This is an optimization exercise on Yosys and OpenROAD, whose aim is small area, not a production implementation. Only simulation tests tie the RTL to the original design; equivalence was not proved. Power figures rest on the tool's default switching activity, not on a simulated workload.

==> flow/design.v <==
`default_nettype none
package mips_pkg;
    typedef logic [31:0] word_t;       
    typedef logic [4:0]  reg_addr_t;   
    typedef logic [4:0]  shamt_t;      
    typedef logic [15:0] imm_t;        
    typedef logic [25:0] jtarget_t;    
    typedef enum logic [4:0] {
        OP_ILLEGAL,   
        OP_ADDIU, OP_ADDU, OP_SUBU,
        OP_AND, OP_OR, OP_XOR,
        OP_ANDI, OP_ORI, OP_XORI, OP_LUI,
        OP_SLT, OP_SLTU,
        OP_SLL, OP_SRL, OP_SRA,
        OP_LW, OP_SW,
        OP_BEQ, OP_BNE, OP_J, OP_JAL, OP_JR
    } op_t;
    typedef enum logic [1:0] {
        FETCH,   
        EXEC,    
        MEM      
    } cpu_state_t;
    typedef struct packed {
        op_t       op;
        reg_addr_t rs;
        reg_addr_t rt;
        reg_addr_t rd;
        shamt_t    shamt;
        imm_t      imm;
        jtarget_t  target;
    } decoded_t;
    typedef struct packed {
        logic      en;
        reg_addr_t addr;
        word_t     data;
    } wb_t;
endpackage
`default_nettype wire
`default_nettype none
module decode (
    input  mips_pkg::word_t    instr,
    output mips_pkg::decoded_t dec
);
    logic [5:0]    opcode;
    logic [5:0]    funct;
    mips_pkg::op_t op;
    assign opcode = instr[31:26];
    assign funct  = instr[5:0];
    always_comb begin
        op = mips_pkg::OP_ILLEGAL;   
        case (opcode)
            6'h00: begin   
                case (funct)
                    6'h00: op = mips_pkg::OP_SLL;
                    6'h02: op = mips_pkg::OP_SRL;
                    6'h03: op = mips_pkg::OP_SRA;
                    6'h08: begin
                        if (instr[20:16] == 5'd0) begin
                            op = mips_pkg::OP_JR;
                        end
                    end
                    6'h21: op = mips_pkg::OP_ADDU;
                    6'h23: op = mips_pkg::OP_SUBU;
                    6'h24: op = mips_pkg::OP_AND;
                    6'h25: op = mips_pkg::OP_OR;
                    6'h26: op = mips_pkg::OP_XOR;
                    6'h2a: op = mips_pkg::OP_SLT;
                    6'h2b: op = mips_pkg::OP_SLTU;
                    default: op = mips_pkg::OP_ILLEGAL;
                endcase
            end
            6'h02: op = mips_pkg::OP_J;
            6'h03: op = mips_pkg::OP_JAL;
            6'h04: op = mips_pkg::OP_BEQ;
            6'h05: op = mips_pkg::OP_BNE;
            6'h09: op = mips_pkg::OP_ADDIU;
            6'h0c: op = mips_pkg::OP_ANDI;
            6'h0d: op = mips_pkg::OP_ORI;
            6'h0e: op = mips_pkg::OP_XORI;
            6'h0f: op = mips_pkg::OP_LUI;
            6'h23: op = mips_pkg::OP_LW;
            6'h2b: op = mips_pkg::OP_SW;
            default: op = mips_pkg::OP_ILLEGAL;   
        endcase
    end
    assign dec.op     = op;
    assign dec.rs     = instr[25:21];
    assign dec.rt     = instr[20:16];
    assign dec.rd     = instr[15:11];
    assign dec.shamt  = instr[10:6];
    assign dec.imm    = instr[15:0];
    assign dec.target = instr[25:0];
endmodule
`default_nettype wire
`default_nettype none
module regfile (
    input  logic               clk,
    input  logic               rst_n,
    input  mips_pkg::decoded_t dec,
    input  mips_pkg::wb_t      alu_wb,
    input  mips_pkg::wb_t      ld_wb,
    input  mips_pkg::wb_t      link_wb,
    output mips_pkg::word_t    rs_data,
    output mips_pkg::word_t    rt_data,
    output mips_pkg::word_t    register_v0
);
    mips_pkg::word_t regs [32];
    mips_pkg::wb_t   wb;   
    assign wb = alu_wb.en ? alu_wb : (ld_wb.en ? ld_wb : link_wb);
    always_ff @(posedge clk) begin
        if (!rst_n) begin
            for (int i = 0; i < 32; i++) begin
                regs[i] <= '0;
            end
        end else if (wb.en && wb.addr != 5'd0) begin   
            regs[wb.addr] <= wb.data;
        end
    end
    assign rs_data     = regs[dec.rs];
    assign rt_data     = regs[dec.rt];
    assign register_v0 = regs[5'd2];
endmodule
`default_nettype wire
`default_nettype none
module alu (
    input  mips_pkg::cpu_state_t state,
    input  mips_pkg::decoded_t   dec,
    input  mips_pkg::word_t      rs_data,
    input  mips_pkg::word_t      rt_data,
    output mips_pkg::wb_t        alu_wb
);
    mips_pkg::word_t imm_sext;
    mips_pkg::word_t imm_zext;
    mips_pkg::word_t result;
    logic            is_alu;    
    logic            r_type;    
    assign imm_sext = {{16{dec.imm[15]}}, dec.imm};
    assign imm_zext = {16'h0000, dec.imm};   
    always_comb begin
        result = '0;
        is_alu = 1'b1;
        r_type = 1'b1;
        case (dec.op)
            mips_pkg::OP_ADDU: result = rs_data + rt_data;
            mips_pkg::OP_SUBU: result = rs_data - rt_data;
            mips_pkg::OP_AND:  result = rs_data & rt_data;
            mips_pkg::OP_OR:   result = rs_data | rt_data;
            mips_pkg::OP_XOR:  result = rs_data ^ rt_data;
            mips_pkg::OP_SLT:  result = {31'd0, $signed(rs_data) < $signed(rt_data)};
            mips_pkg::OP_SLTU: result = {31'd0, rs_data < rt_data};
            mips_pkg::OP_SLL:  result = rt_data << dec.shamt;
            mips_pkg::OP_SRL:  result = rt_data >> dec.shamt;
            mips_pkg::OP_SRA:  result = $signed(rt_data) >>> dec.shamt;   
            mips_pkg::OP_ADDIU: begin
                result = rs_data + imm_sext;   
                r_type = 1'b0;
            end
            mips_pkg::OP_ANDI: begin
                result = rs_data & imm_zext;
                r_type = 1'b0;
            end
            mips_pkg::OP_ORI: begin
                result = rs_data | imm_zext;
                r_type = 1'b0;
            end
            mips_pkg::OP_XORI: begin
                result = rs_data ^ imm_zext;
                r_type = 1'b0;
            end
            mips_pkg::OP_LUI: begin
                result = {dec.imm, 16'h0000};
                r_type = 1'b0;
            end
            default: begin   
                is_alu = 1'b0;
                r_type = 1'b0;
            end
        endcase
    end
    always_comb begin
        alu_wb.en   = (state == mips_pkg::EXEC) && is_alu;   
        alu_wb.addr = r_type ? dec.rd : dec.rt;
        alu_wb.data = result;
    end
endmodule
`default_nettype wire
`default_nettype none
module pc_control (
    input  logic                 clk,
    input  logic                 rst_n,
    input  mips_pkg::decoded_t   dec,
    input  mips_pkg::word_t      rs_data,
    input  mips_pkg::word_t      rt_data,
    input  logic                 bus_done,
    output mips_pkg::cpu_state_t state,
    output mips_pkg::word_t      pc,
    output mips_pkg::wb_t        link_wb,
    output logic                 active
);
    mips_pkg::cpu_state_t state_d;
    mips_pkg::word_t      pc_d;
    mips_pkg::word_t      pc_plus4;
    mips_pkg::word_t      br_target;
    mips_pkg::word_t      j_target;
    assign pc_plus4  = pc + 32'd4;
    assign br_target = pc_plus4 + {{14{dec.imm[15]}}, dec.imm, 2'b00};
    assign j_target  = {pc_plus4[31:28], dec.target, 2'b00};   
    always_comb begin
        state_d = state;
        pc_d    = pc;   
        case (state)
            mips_pkg::FETCH: if (bus_done) state_d = mips_pkg::EXEC;
            mips_pkg::EXEC: begin
                state_d = mips_pkg::FETCH;
                pc_d    = pc_plus4;   
                case (dec.op)
                    mips_pkg::OP_BEQ: if (rs_data == rt_data) pc_d = br_target;
                    mips_pkg::OP_BNE: if (rs_data != rt_data) pc_d = br_target;
                    mips_pkg::OP_J, mips_pkg::OP_JAL: pc_d = j_target;
                    mips_pkg::OP_JR: pc_d = rs_data;
                    mips_pkg::OP_LW, mips_pkg::OP_SW: state_d = mips_pkg::MEM;
                    default: ;
                endcase
            end
            mips_pkg::MEM: if (bus_done) state_d = mips_pkg::FETCH;
            default: state_d = mips_pkg::FETCH;
        endcase
    end
    always_ff @(posedge clk) begin
        if (!rst_n) begin
            state  <= mips_pkg::FETCH;
            pc     <= 32'hBFC0_0000;
            active <= 1'b0;
        end else begin
            state  <= state_d;
            pc     <= pc_d;
            active <= (pc_d != '0);   
        end
    end
    always_comb begin
        link_wb.en   = (state == mips_pkg::EXEC) && (dec.op == mips_pkg::OP_JAL);
        link_wb.addr = 5'd31;
        link_wb.data = pc_plus4;
    end
endmodule
`default_nettype wire
`default_nettype none
module load_store (
    input  logic                 clk,
    input  logic                 rst_n,
    input  mips_pkg::cpu_state_t state,
    input  mips_pkg::word_t      pc,
    input  mips_pkg::decoded_t   dec,
    input  mips_pkg::word_t      rs_data,
    input  mips_pkg::word_t      rt_data,
    input  mips_pkg::word_t      readdata,
    input  logic                 waitrequest,
    output mips_pkg::word_t      address,
    output logic                 read,
    output logic                 write,
    output mips_pkg::word_t      writedata,
    output logic [3:0]           byteenable,
    output mips_pkg::word_t      instr,
    output logic                 bus_done,
    output mips_pkg::wb_t        ld_wb
);
    mips_pkg::word_t data_addr;
    logic            fetch_req;
    logic            load_req;
    logic            store_req;
    logic            rd_q;        
    logic            wr_q;        
    assign data_addr = rs_data + {{16{dec.imm[15]}}, dec.imm};   
    assign fetch_req = (state == mips_pkg::FETCH) && (pc != '0);
    assign load_req  = (state == mips_pkg::MEM) && (dec.op == mips_pkg::OP_LW);
    assign store_req = (state == mips_pkg::MEM) && (dec.op == mips_pkg::OP_SW);
    always_ff @(posedge clk) begin
        if (!rst_n) begin
            rd_q <= 1'b0;
            wr_q <= 1'b0;
        end else if (bus_done) begin
            rd_q <= 1'b0;
            wr_q <= 1'b0;
        end else if (!rd_q && !wr_q) begin   
            rd_q <= fetch_req || load_req;
            wr_q <= store_req;
        end
    end
    assign read       = rd_q;
    assign write      = wr_q;
    assign bus_done   = (rd_q || wr_q) && !waitrequest;
    assign address    = (state == mips_pkg::MEM) ? data_addr : pc;   
    assign writedata  = rt_data;
    assign byteenable = 4'b1111;   
    always_ff @(posedge clk) begin
        if (state == mips_pkg::FETCH && bus_done) begin
            instr <= readdata;
        end
    end
    always_comb begin
        ld_wb.en   = load_req && bus_done;
        ld_wb.addr = dec.rt;
        ld_wb.data = readdata;
    end
endmodule
`default_nettype wire
`default_nettype none
module mips_cpu_bus (
    input  logic            clk,
    input  logic            rst_n,
    output logic            active,
    output mips_pkg::word_t register_v0,
    input  logic            waitrequest,
    input  mips_pkg::word_t readdata,
    output mips_pkg::word_t address,
    output logic            write,
    output logic            read,
    output mips_pkg::word_t writedata,
    output logic [3:0]      byteenable
);
    mips_pkg::cpu_state_t state;
    mips_pkg::word_t      pc;
    mips_pkg::word_t      instr;     
    mips_pkg::decoded_t   dec;
    mips_pkg::word_t      rs_data;
    mips_pkg::word_t      rt_data;
    mips_pkg::wb_t        alu_wb;
    mips_pkg::wb_t        ld_wb;
    mips_pkg::wb_t        link_wb;   
    logic                 bus_done;
    decode decode_inst (.instr(instr), .dec(dec));
    regfile regfile_inst (
        .clk(clk), .rst_n(rst_n), .dec(dec),
        .alu_wb(alu_wb), .ld_wb(ld_wb), .link_wb(link_wb),
        .rs_data(rs_data), .rt_data(rt_data), .register_v0(register_v0)
    );
    pc_control pc_control_inst (
        .clk(clk), .rst_n(rst_n), .dec(dec),
        .rs_data(rs_data), .rt_data(rt_data), .bus_done(bus_done),
        .state(state), .pc(pc), .link_wb(link_wb), .active(active)
    );
    alu alu_inst (
        .state(state), .dec(dec),
        .rs_data(rs_data), .rt_data(rt_data), .alu_wb(alu_wb)
    );
    load_store load_store_inst (
        .clk(clk), .rst_n(rst_n), .state(state), .pc(pc), .dec(dec),
        .rs_data(rs_data), .rt_data(rt_data),
        .readdata(readdata), .waitrequest(waitrequest),
        .address(address), .read(read), .write(write),
        .writedata(writedata), .byteenable(byteenable),
        .instr(instr), .bus_done(bus_done), .ld_wb(ld_wb)
    );
endmodule
`default_nettype wire
==> flow/run.sh <==
#!/bin/bash
# synth_recipe.tcl (not shown) runs the flow's synth.tcl, then flattens the netlist and writes it again
# the make line also repeats each setting of config.mk as NAME=value (left out here)
make -C /OpenROAD-flow-scripts/flow DESIGN_CONFIG=/design/flow/config.mk WORK_HOME=/design/flow/orfs CLKGATE_MAP_FILE= SYNTH_SCRIPT=/design/flow/synth_recipe.tcl finish
==> flow/config.mk <==
export PLATFORM = sky130hd
export DESIGN_NAME = mips_cpu_bus
export DESIGN_NICKNAME = mips_cpu_bus
export VERILOG_FILES = /design/flow/design.v
export SDC_FILE = /design/flow/constraint.sdc
export NUM_CORES = 4
export LEC_CHECK = 0
export CAP_MARGIN = 40
export CORE_MARGIN = 2
export CORE_UTILIZATION = 40
export SLEW_MARGIN = 40
==> flow/constraint.sdc <==
create_clock -name core_clock -period 15.0 [get_ports {clk}]
set_input_delay 3.0000 -clock core_clock [delete_from_list [all_inputs] [get_ports {clk}]]
set_output_delay 3.0000 -clock core_clock [all_outputs]
set_load 0.01 [all_outputs]
==> results.txt <==
- Synth cell types: approximately 100
- Worst hold start: load_store_inst.rd_q
- Max_slew headroom: between 30% and 40%
- Detailed Route Iter0 Violations: 12.12k
- DRT antenna net count: 0
- Die area: between 150000 and 200000 sq um
- Dpl hpwl: between 200000 and 250000 microns
- Vias: approximately 64k
- Worst vdd ir: about 0.12 mV
- Delay-heaviest family, CP: buffers and inverters
- Initial antenna violation count: 22
- Top cell type's share of synthesized area: between 40% and 50%
- First-pass GRT wire length: about 500000 microns
- Avg Cell Area, Syn: approximately 11 sq um
- CORE AREA: about 180000 sq um
- CP most frequent cell: o21ai_0
- WHS: between 500 and 600 ps
- P&R area growth vs syn: 12.79%
- Leak: around 29 nW
- CP max FO: 47
- TritonCTS clock tree: yes
- Top FF cell, synth: edfxtp_1
- Die width: around 430 microns
- Fmax: about 86 MHz
- RSZ-0062 raised after global routing: no
- Worst reg2reg setup slack: between 6000 and 7000 ps
- Setup-failing EPs final: 0
- Worst Skew: about 66 ps
- Placed insts: between 8k and 9k
- Hold-fix buffers at CTS: 0
- Max-Cap Viols: 0
- Critical path class: flop to primary output
- Clk sink count: about 1.1k
- IO Count: around 140
- Tot GR Track Use: 39.36%
- Resized cells post-CTS: 0
- CP arrival: approximately 8600 ps
- Post-Synthesis Cells: around 6.5k
- Final std cells w/o fill: ~8.9k
- Worst-path clk slew: 60 ps
- Wirelength per Cell: 41.72 microns
- Final period util: between 70% and 80%
- Net count, final: between 6k and 7k
- Nature of the critical path endpoint: primary output
- Max Root-Sink Buffers: 3
- Slowest-stage cell, CP: dfxtp_4
- Via density: 7.201
- Share of cells above drive strength 1: roughly 18%
- CP peak stage delay: a little under 800 ps
- Slew @ Worst Pin: ~1000 ps
- Buffers and inverters on the worst path: 4
- Vias in the first global route: slightly above 60k
- Mapped Area: 71860 sq um
- Initial core utilization: between 40 and 50%
- Flops & latches, synth: ~1.1k
- PwrDens: 113.6 nW/um^2
- Critical Path RT: between 10000 and 15000 ps
- Ranking of synthesized cells by area: edfxtp_1 (44%), mux4_2 (15%), nor2_1 (6.2%), mux2i_1 (4.4%), ha_1 (3.0%)
- CTS HTree Levels: 3
- CP Launch Type: flop
- # DRC: 0
- Clock Latency Late Sink: 820 ps
- Drt first pass iters: 9
- Rows: between 150 and 200
- Final Hold Viols: 0
- Yosys Warn Count: 5
- Fraction of registers with async set/reset: 0%
- Die Y: 427.9 microns
- GPL Wtd Cong: between 1 and 1.5
- Post-synth EDFFs: 1056
- Most frequent cells after synthesis: nor2_1 (1185), edfxtp_1 (1056), mux4_2 (477), clkbuf_1 (400), nand2_1 (364)
- Crit-path cells: buf_4, buf_4, mux2i_1, a22oi_1, nand3_1, nand3_1, inv_1, fa_1, nor2b_1, o21ai_0, a21oi_1, o211ai_1, a21oi_1, nor3_1, o31a_1, nand2b_1, o21ai_0, xnor2_1, o21ai_0, clkdlybuf4s50_1
- Grt ovf: 0
- Total Neg Setup Slack: 0 ps
- Largest net degree at the start of global routing: between 80 and 90
- Period minus WS final: between 10000 and 15000 ps
- TritonCTS Buffers: about 120
- PortBufs: 133
- Post-CTS setup buffer count: 0
- Status: complete, no violations
- Post-Route WL: roughly 370000 microns
- Final Max Tran Viols: 0
- Root buffer cell: clkbuf_16
- Count leader, synth: nor2_1
- Seq/Total Area, Yosys: a little under half
- Post-synth top area cell: edfxtp_1
- Hold WC Path Type: flop to flop
## cells in the final DEF (no fill, tap or decap), types with 24 or more instances in the layout
master and n:
a211oi_1 42, a21o_1 56, a21oi_1 192, a221oi_1 42, a22o_1 27, a22oi_1 172, a31oi_1 42, a32oi_1 25
and2_1 32, and3_1 54, buf_4 224, clkbuf_1 26, clkbuf_16 122, clkdlybuf4s50_1 132, clkinv_1 36, conb_1 36
dfxtp_1 39, edfxtp_1 1056, ha_1 174, inv_1 138, mux2_2 40, mux2i_1 317, mux4_2 477, nand2_1 306
nand2_2 30, nand2_8 24, nand2b_1 28, nand3_1 129, nand4_1 35, nor2_1 1168, nor2b_1 30, nor3_1 243
o211ai_1 47, o21ai_0 202, o22ai_1 55, o31ai_1 25, xnor2_1 69, xor2_1 35
## registers in the layout, summed over array words and instances (netlist names), named ones only
signal,cells
load_store_inst.instr,32
regfile_inst.regs,1024
load_store_inst.rd_q,1
load_store_inst.wr_q,1
pc_control_inst.active,1
pc_control_inst.pc,32
pc_control_inst.state,2
## area by class of cell
class / count / area [sq um]
fillers: 16340 / 97370
multi-input cells: 4640 / 37210
flip-flops and latches: 1103 / 32680
repair buffers: 397 / 3606
clock buffers: 148 / 3151
well taps: 2355 / 2947
clock inverters: 79 / 852.1
inverters: 150 / 564.3
diodes: 19 / 47.55
## layer usage
layer  vias up  part of all wire (%)  track usage, %  wire length (microns)
li1      24650                     -               -                      -
met1     31870                    35           49.51                 128200
met2      6095                    42           57.29                 156900
met3      1397                    14           11.77                  52600
met4        10                   8.9           29.33                  33130
met5         -                 0.019               0                     70
## worst min-delay path, cell delays in order, from the launching register on
cell,delay [ps]
dfxtp_1,350
a21oi_1,140
nor2_1,40
## power breakdown
| group | switching, mW | internal [mW] |
|---|---|---|
| combinational | 1.71 | 0.834 |
| sequential | 0.103 | 3.48 |
| clock | 1.35 | 1.73 |
| total | 3.16 | 6.05 |
## final timing paths
kind                            cells past startpoint                     end
worst max register to register                     18  pc_control_inst.active
worst min-delay path                                2    load_store_inst.rd_q
worst min register to register                      2    load_store_inst.rd_q
worst max-delay path                               20             address[30]
## kinds of logic (layout without fill, tap and decap cells)
logic type	Yosys count	after routing	share of synthesized area, %
fa+ha+maj	178	178	3.141
other cells	2	55	0.01045
mux	835	835	20.01
flops	1103	1103	45.44
simple gates	2254	2254	13.80
buf+inv	743	774	4.349
compound gates	1232	1232	11.97
xor+xnor	105	105	1.280
## stage by stage
stage | worst slack [ps] | cell area, sq um | util, % | total power, mW
after global placement | 4565 | 76240 | 42.73 | 6.043
after global routing | 3334 | 81010 | 45.40 | 9.373
after floorplan | 6513 | 71990 | - | 5.018
after CTS | 3640 | 80850 | 45.31 | 9.076
final | 3410 | 81060 | 45.43 | 9.209
after detailed placement | 4508 | 76840 | 43.07 | 6.053

[static timing again, ports no longer ideal]
The flow's constraints put no driver on any port. The routed layout listed below was extracted and timed again, unchanged, in two steps. Step 1: set_driving_cell puts a clkbuf_16 on clk and a buf_2 on each other input, an assumption about the parent block. Step 2 moves the port delays by t, midway between the first and last clock arrival at a register: inputs arrive t later, outputs are due t later. That takes back most of the time a late clock gives input paths. Slacks: ideal / step 1 / step 2; pairs: ideal / step 1.
shift t [ns]: 0.871
slack for setup (ns): 3.410 / 3.324 / 4.195
hold WS [ns]: 0.574 / 0.574 / 0.574
worst setup path at the end: register to output
After both steps this run still meets setup and hold. For this run, drivers alone change the setup slack by -0.086 ns; drivers and shift together by +0.785 ns.
